This is an optimization exercise on Yosys and OpenROAD, whose aim is small area, not a production implementation. The RTL of this run was laid out without a check of its function. Power figures rest on the tool's default switching activity, not on a simulated workload.

--- design/flow/config.mk ---
export PLATFORM = sky130hd
export DESIGN_NAME = fi_inject_ctrl
export DESIGN_NICKNAME = fi_inject_ctrl
export VERILOG_FILES = /design/flow/design.v
export SDC_FILE = /design/flow/constraint.sdc
export NUM_CORES = 4
export LEC_CHECK = 0
export CAP_MARGIN = 20
export CORE_MARGIN = 2
export CORE_UTILIZATION = 40
export SLEW_MARGIN = 20
--- design/flow/constraint.sdc ---
create_clock -name core_clock -period 6.0 [get_ports {dla_core_clk}]
set_input_delay 1.2000 -clock core_clock [delete_from_list [all_inputs] [get_ports {dla_core_clk}]]
set_output_delay 1.2000 -clock core_clock [all_outputs]
set_load 0.01 [all_outputs]
--- design/flow/design.v ---
package fi_pkg;
  localparam int FI_MODE_W = 2;
  localparam int FI_MAX_W = 1024;
  localparam bit FI_HIT_EN = 1'b1;
  typedef enum logic [FI_MODE_W-1:0] {FI_FLIP, FI_SA0, FI_SA1, FI_DISARM} fi_mode_e;
  typedef enum logic [1:0] {ST_IDLE, ST_ARMED, ST_ACTIVE} fi_state_e;
  function automatic logic [FI_MAX_W-1:0] fi_apply(input logic [FI_MAX_W-1:0] d, input logic [FI_MAX_W-1:0] m, input logic [FI_MODE_W-1:0] mode);
    fi_apply = mode == FI_FLIP ? d ^ m : mode == FI_SA0 ? d & ~m : mode == FI_SA1 ? d | m : d;
  endfunction
endpackage
import fi_pkg::*;
module fi_channel
#(
  parameter int DATA_W = 32,
  parameter int CNT_W  = 32
) (
  input  logic              clk,
  input  logic              rst,
  input  logic              i_we,
  input  logic [FI_MODE_W-1:0] i_mode,
  input  logic [DATA_W-1:0] i_mask,
  input  logic [CNT_W-1:0]  i_start,
  input  logic [CNT_W-1:0]  i_dur,
  input  logic [CNT_W-1:0]  i_cnt,
  input  logic [DATA_W-1:0] i_data,
  output logic [CNT_W-1:0]  o_hits,
  output logic [DATA_W-1:0] o_data,
  output logic              o_apply,
  output logic              o_done
);
  logic [1:0]        r_state;
  logic [FI_MODE_W-1:0] r_mode;
  logic [DATA_W-1:0] r_mask, w_f;
  logic [CNT_W-1:0]  r_start, r_dur, r_rem;
  logic              w_load, w_last;
  assign w_load  = i_we && i_mode != FI_DISARM;
  assign o_apply = !rst && !w_load && (r_state == ST_ACTIVE || (r_state == ST_ARMED && i_cnt == r_start));
  assign w_last  = r_dur != '0 && (r_state == ST_ACTIVE ? r_rem == '0 : r_dur == CNT_W'(1));
  assign o_done  = o_apply && w_last && !i_we;
  assign w_f     = r_mode == FI_FLIP ? i_data ^ r_mask : r_mode == FI_SA0 ? i_data & ~r_mask : r_mode == FI_SA1 ? i_data | r_mask : i_data;
  assign o_data  = o_apply ? w_f : i_data;
  always_ff @(posedge clk) begin
    if (rst) begin
      r_state <= ST_IDLE;
      r_mode  <= FI_FLIP;
      r_mask  <= '0;
      r_start <= '0;
      r_dur   <= '0;
      r_rem   <= '0;
    end else if (i_we) begin
      r_state <= w_load ? ST_ARMED : ST_IDLE;
      if (w_load) begin
        r_mode  <= i_mode;
        r_mask  <= i_mask;
        r_start <= i_start;
        r_dur   <= i_dur;
      end
    end else if (o_apply) begin
      r_state <= w_last ? ST_IDLE : ST_ACTIVE;
      r_rem   <= r_state == ST_ARMED ? r_dur - CNT_W'(2) : r_rem - CNT_W'(1);
    end
  end
  logic [CNT_W-1:0] r_hits;
  always_ff @(posedge clk) begin
    if (rst || i_we) r_hits <= '0;
    else if (o_apply && w_f != i_data && r_hits != '1) r_hits <= r_hits + CNT_W'(1);
  end
  assign o_hits = r_hits;
endmodule
import fi_pkg::*;
module fi_inject_ctrl
#(
  parameter int DATA_W = 32,
  parameter int NUM_CH = 4,
  parameter int CNT_W  = 16
) (
  input  logic                                      dla_core_clk,
  input  logic                                      dla_core_rst,
  input  logic [NUM_CH*DATA_W-1:0]                  data_in,
  output logic [NUM_CH*DATA_W-1:0]                  data_out,
  input  logic                                      cfg_we,
  input  logic [(NUM_CH > 1 ? $clog2(NUM_CH) : 1)-1:0] cfg_ch,
  input  logic [FI_MODE_W-1:0]                      cfg_mode,
  input  logic [DATA_W-1:0]                         cfg_mask,
  input  logic [CNT_W-1:0]                          cfg_start,
  input  logic [CNT_W-1:0]                          cfg_dur,
  output logic [CNT_W-1:0]                          cycle_cnt,
  output logic [NUM_CH-1:0]                         inj_active,
  output logic [NUM_CH-1:0]                         inj_done
  ,
  output logic [NUM_CH*CNT_W-1:0]                   hit_cnt
);
  logic [CNT_W-1:0]         r_cnt;
  logic [NUM_CH*DATA_W-1:0] r_data_out, w_data_nxt;
  always_ff @(posedge dla_core_clk) begin
    r_cnt      <= dla_core_rst ? '0 : r_cnt + CNT_W'(1);
    r_data_out <= dla_core_rst ? '0 : w_data_nxt;
  end
  assign cycle_cnt = r_cnt;
  assign data_out  = r_data_out;
  for (genvar k = 0; k < NUM_CH; k++) begin : g_ch
    fi_channel #(.DATA_W(DATA_W), .CNT_W(CNT_W)) u_ch (
      .clk     (dla_core_clk),
      .rst     (dla_core_rst),
      .i_we    (cfg_we && int'(cfg_ch) == k),
      .i_mode  (cfg_mode),
      .i_mask  (cfg_mask),
      .i_start (cfg_start),
      .i_dur   (cfg_dur),
      .i_cnt   (r_cnt),
      .i_data  (data_in[k*DATA_W +: DATA_W]),
      .o_hits  (hit_cnt[k*CNT_W +: CNT_W]),
      .o_data  (w_data_nxt[k*DATA_W +: DATA_W]),
      .o_apply (inj_active[k]),
      .o_done  (inj_done[k])
    );
  end
endmodule
--- design/flow/run.sh ---
#!/bin/bash
# synth_recipe.tcl (not shown) runs the flow's synth.tcl, then flattens the netlist and writes it again
# the make line also repeats each setting of config.mk as NAME=value (left out here)
make -C /OpenROAD-flow-scripts/flow DESIGN_CONFIG=/design/flow/config.mk WORK_HOME=/design/flow/orfs CLKGATE_MAP_FILE= SYNTH_SCRIPT=/design/flow/synth_recipe.tcl finish
==> summary.txt <==
Detailed routing
  • Final ANT Viol Nets: 0
  • Post-Route WL: between 100000 and 150000 um
  • Initial DRC count: 2192
  • Avg WL per Cell: between 15 and 20 um
  • Vias: 32100
  • Drt pass-1 iters: 5
  • DRC: 0
  • Vias/cell: between 5 and 6

Setup path
  • R2R Path Start: r_cnt[2]
  • Reg-to-reg setup timing slack: 1740 ps
  • Nature of the critical path endpoint: output port
  • CP Buf/Inv Count: 4
  • Worst Path Required: 4800 ps
  • Crit path top cell by count: buf_4
  • Largest stage delay on the critical path: between 600 and 700 ps
  • Critical Path End: inj_done[2]
  • Worst reg2reg path depth: 12
  • Arrival @ worst endpoint: 3890 ps
  • Setup crit start kind: flip-flop
  • CP max FO: 32
  • Stages on worst setup path: 10
  • Crit path launch: r_cnt[2]
  • CP delay by family, top: buffers and inverters
  • FF-to-FF End: g_ch[2].u_ch.r_hits[6]
  • Slowest CP cell: clkdlybuf4s50_1
  • Critical path class: flip-flop to output port
  • CP Cell Sequence: buf_4 -> xnor2_1 -> nand4_1 -> nor4_1 -> a31oi_1 -> nor2_2 -> buf_4 -> inv_1 -> nor2_1 -> clkdlybuf4s50_1

Power and ir drop
  • Maximum vdd drop: 0.184 mV
  • Cell Int Power: 0.00722 W
  • Power Density: roughly 240 nW/um2
  • Leakage: 15.6 nW
  • Comb pwr share: 20.1%
  • Sw Pwr: 0.00302 W
  • Net Sw Frac: 29.5%
  • Reg power frac: 38.0%
  • Clock Power Share: 42.0%

Synthesis
  • Asr flop ratio synth: 0%
  • Avg Synthesized Cell Area: 7.88 um2
  • Post-synth top flop: dfxtp_1
  • Top area cells in the synthesized netlist: dfxtp_1, ha_1, nand2_1, xnor2_1, a21oi_1
  • Syn nets: between 4000 and 5000
  • Synth top area share: 30.8%
  • Yosys warns: 2
  • Yosys reg bits: roughly 540
  • Mapped Area: 35300 um2
  • Yosys cell types: 81
  • EDFF count, synth: 0
  • Register area share after synthesis: 30.8%
  • Yosys top cell by area: dfxtp_1
  • Syn Inst Count: between 4000 and 5000

Layout
  • Final Util: 48.4%
  • Layout area overhead: 20.5%
  • Fillers: 8611
  • Final Non-Filler Cells: about 6000
  • Fraction of layout cells with a size suffix above 1: slightly above 7%
  • Nets: 5213
  • Sequential Area: about 11000 um2
  • Multi-input gate area: 22000 um2

Outcome
  • Status: no timing/DRC/antenna violations

Clocking
  • Clock transition at path regs: around 70 ps
  • Root Driver: clkbuf_16
  • H-tree depth: 3
  • Post-CTS Setup Bufs: 0
  • CTS Buf Count: 68
  • CTS tree: built
  • Skew-Pair Late Insertion Delay: between 600 and 700 ps
  • TritonCTS Sinks: 544
  • Clk buf depth: 3
  • Cts hold-fix bufs: 0
  • Post-CTS sizing: 0

Place
  • Gp weighted congestion: 0.865
  • Port bufs: ~410
  • Post-DP HPWL: 82800 um
  • Placed cell count: 5836

Timing
  • Final setup violation count: 0
  • Fin. max-slew vios: 0
  • Post-route clock period utilization: between 80% and 90%
  • Clock Skew: about 38 ps
  • RSZ-0062 raised after global routing: no
  • Worst slew pin tran: 1100 ps
  • Relative slew slack: 26.7%
  • Final Hold Viols: 0
  • Setup TNS: 0 ps
  • Fmax: 197 MHz
  • Fin crit period: 5090 ps

Job
  • Max Cap Violations: 0

Min path
  • Worst min-delay path category: flip-flop to flip-flop

Floorplanning
  • Die height: roughly 300 um
  • Core area: 88000 um2
  • # IOs: 415
  • Die area: 90800 um2
  • Initial Util: 40.2%
  • # rows: about 110
  • Die Width: 301 um

Global route
  • Tot GR Track Use: 24.4%
  • Vias in the first global route: about 29000
  • Initial antenna violation count: 16
  • Grt ovf: 0
  • First-pass GRT wire length: 173000 um
  • Largest net degree at the start of global routing: 174
==> how the worst min path moves through the flow <==
stage,start,endpoint,slack [ps],cells past startpoint
finish,g_ch[1].u_ch.r_mask[31],g_ch[1].u_ch.r_mask[31],450,2
global route,g_ch[3].u_ch.r_mask[8],g_ch[3].u_ch.r_mask[8],470,2
global placement,g_ch[3].u_ch.r_rem[9],g_ch[3].u_ch.r_rem[9],440,2
CTS,g_ch[1].u_ch.r_mask[27],g_ch[1].u_ch.r_mask[27],460,2
floorplan,g_ch[0].u_ch.r_rem[15],g_ch[0].u_ch.r_rem[15],430,2
detailed placement,g_ch[1].u_ch.r_mask[15],g_ch[1].u_ch.r_mask[15],450,2
==> stage by stage <==
| stage | cell area (um2) | total power [W] | hold WS [ps] | setup WS (ps) |
|---|---|---|---|---|
| after detailed placement | 40300 | 0.00601 | 447 | 1130 |
| after floorplan | 35300 | 0.00523 | 430 | 2210 |
| after global placement | 40300 | 0.00599 | 442 | 1160 |
| after global routing | 42600 | 0.0107 | 469 | 778 |
| after CTS | 42600 | 0.0103 | 455 | 871 |
| final | 42600 | 0.0102 | 452 | 913 |
==> final cells by class <==
cell class / instances / area share, %
Antenna cell: 6 / 0.0352
Clock buffer: 92 / 4.51
Clock inverter: 30 / 0.919
Inverter: 373 / 3.29
Multi-Input combinational cell: 3288 / 51.5
Sequential cell: 544 / 25.6
Tap cell: 1165 / 3.42
Timing Repair Buffer: 466 / 10.7
==> synthesized netlist by cell type, types with 12 or more instances <==
cell / n
buf_1: 52
nor4_1: 55
mux2i_1: 42
o31ai_1: 81
nor2b_1: 21
or4_1: 12
nand2_1: 767
o211ai_1: 33
dfxtp_1: 544
nand4_1: 58
buf_4: 14
o22ai_1: 16
ha_1: 273
nand3_1: 70
inv_1: 369
and3_1: 21
a211oi_1: 42
and2_1: 48
nor2_1: 255
xnor2_1: 260
nand2b_1: 23
xor2_1: 110
nor3_1: 84
a31oi_1: 14
or3_1: 118
a22oi_1: 17
buf_2: 27
nand3b_1: 12
clkbuf_1: 181
mux2_2: 50
a21oi_1: 374
o21ai_0: 229
mux4_2: 70
==> kinds of logic (layout without fill, tap and decap cells) <==
group,Yosys count,after routing,share of synthesized area (%)
adder cells (fa/ha/maj),273,273,9.66
flip-flops,544,544,30.8
multiplexers,162,162,7.24
other,0,6,0
XOR/XNOR,370,370,9.17
AND/OR/NAND/NOR,1583,1583,20.7
AO/OA/AOI/OAI,900,900,15.1
buffers and inverters,652,961,7.28
==> sequential cells by signal, summed over array words and instances, names as in the netlist <==
| register | cells |
|---|---|
| g_ch.u_ch.r_rem | 64 |
| g_ch.u_ch.r_hits | 64 |
| g_ch.u_ch.r_state | 8 |
| r_cnt | 16 |
| g_ch.u_ch.r_start | 64 |
| g_ch.u_ch.r_dur | 64 |
| g_ch.u_ch.r_mask | 128 |
| g_ch.u_ch.r_mode | 8 |
| r_data_out | 128 |
==> power groups by stage <==
stage	logic [W]	registers [W]	clock network, W
floorplan	0.00128	0.00395	0
global placement	0.00203	0.00397	0
detailed placement	0.00204	0.00397	0
CTS	0.00206	0.00389	0.00440
global route	0.00228	0.00391	0.00455
finish	0.00206	0.00389	0.00430
==> cell usage in the layout, fill, tap and decap left out, types with 11 or more instances in the layout <==
| cell type | instances |
|---|---|
| dfxtp_1 | 537 |
| and2_1 | 48 |
| o31ai_1 | 81 |
| buf_4 | 51 |
| xor2_1 | 110 |
| clkdlybuf4s50_1 | 413 |
| o21ai_0 | 229 |
| mux4_2 | 70 |
| clkbuf_1 | 11 |
| a31oi_1 | 14 |
| nor4_1 | 54 |
| xnor2_1 | 260 |
| o22ai_1 | 16 |
| nor3_1 | 83 |
| clkbuf_16 | 68 |
| nand2_1 | 765 |
| a22oi_1 | 17 |
| a211oi_1 | 42 |
| nand2b_1 | 20 |
| nor2_1 | 254 |
| nand3_1 | 70 |
| or3_1 | 118 |
| or4_1 | 12 |
| nand3b_1 | 12 |
| ha_1 | 273 |
| a21oi_1 | 370 |
| clkbuf_8 | 13 |
| mux2_2 | 50 |
| nand4_1 | 58 |
| inv_1 | 369 |
| and3_1 | 21 |
| nor2b_1 | 21 |
| clkinv_2 | 15 |
| o211ai_1 | 33 |
| mux2i_1 | 42 |
==> worst reg2reg max path, stage by stage, from the launching register on <==
cell and delay [ps]:
dfxtp_1 490, buf_4 240, xnor2_1 130, nand4_1 120, nor4_1 410, a31oi_1 250
or3_1 600, inv_2 120, buf_4 570, o21ai_1 520, nor2_2 370, a21oi_1 110
a31o_2 220
==> per-layer routing <==
metal | vias up | routed length [um] | track usage [%]
met5 | - | 136 | 0
met4 | 20 | 3780 | 9.54
met1 | 15100 | 50100 | 32.3
met3 | 189 | 7130 | 4.26
met2 | 872 | 53400 | 39.5
li1 | 15800 | - | -

## port drivers added, routing unchanged
The results above use ideal ports. As a check the final layout listed here was re-extracted and re-timed, cells and wires unchanged.
Step 1: set_driving_cell puts a clkbuf_16 on dla_core_clk and a buf_2 on each other input, an assumption about the parent block.
Step 2, shift: input delay + t, output delay - t, t = (earliest + latest rising clock arrival at the registers) / 2. This alone moves slack from input paths to output paths.
Slacks: ideal ports / drivers / drivers and shift; pairs: ideal ports / drivers.
shift t [ns]: 0.684
slack for setup (ns): 0.913 / 0.848 / 0.996
hold WS [ns]: 0.452 / 0.452 / 0.452
After both steps setup and hold are still met in this run. For this run, drivers alone change the setup slack by -0.065 ns; drivers and shift together by +0.083 ns.
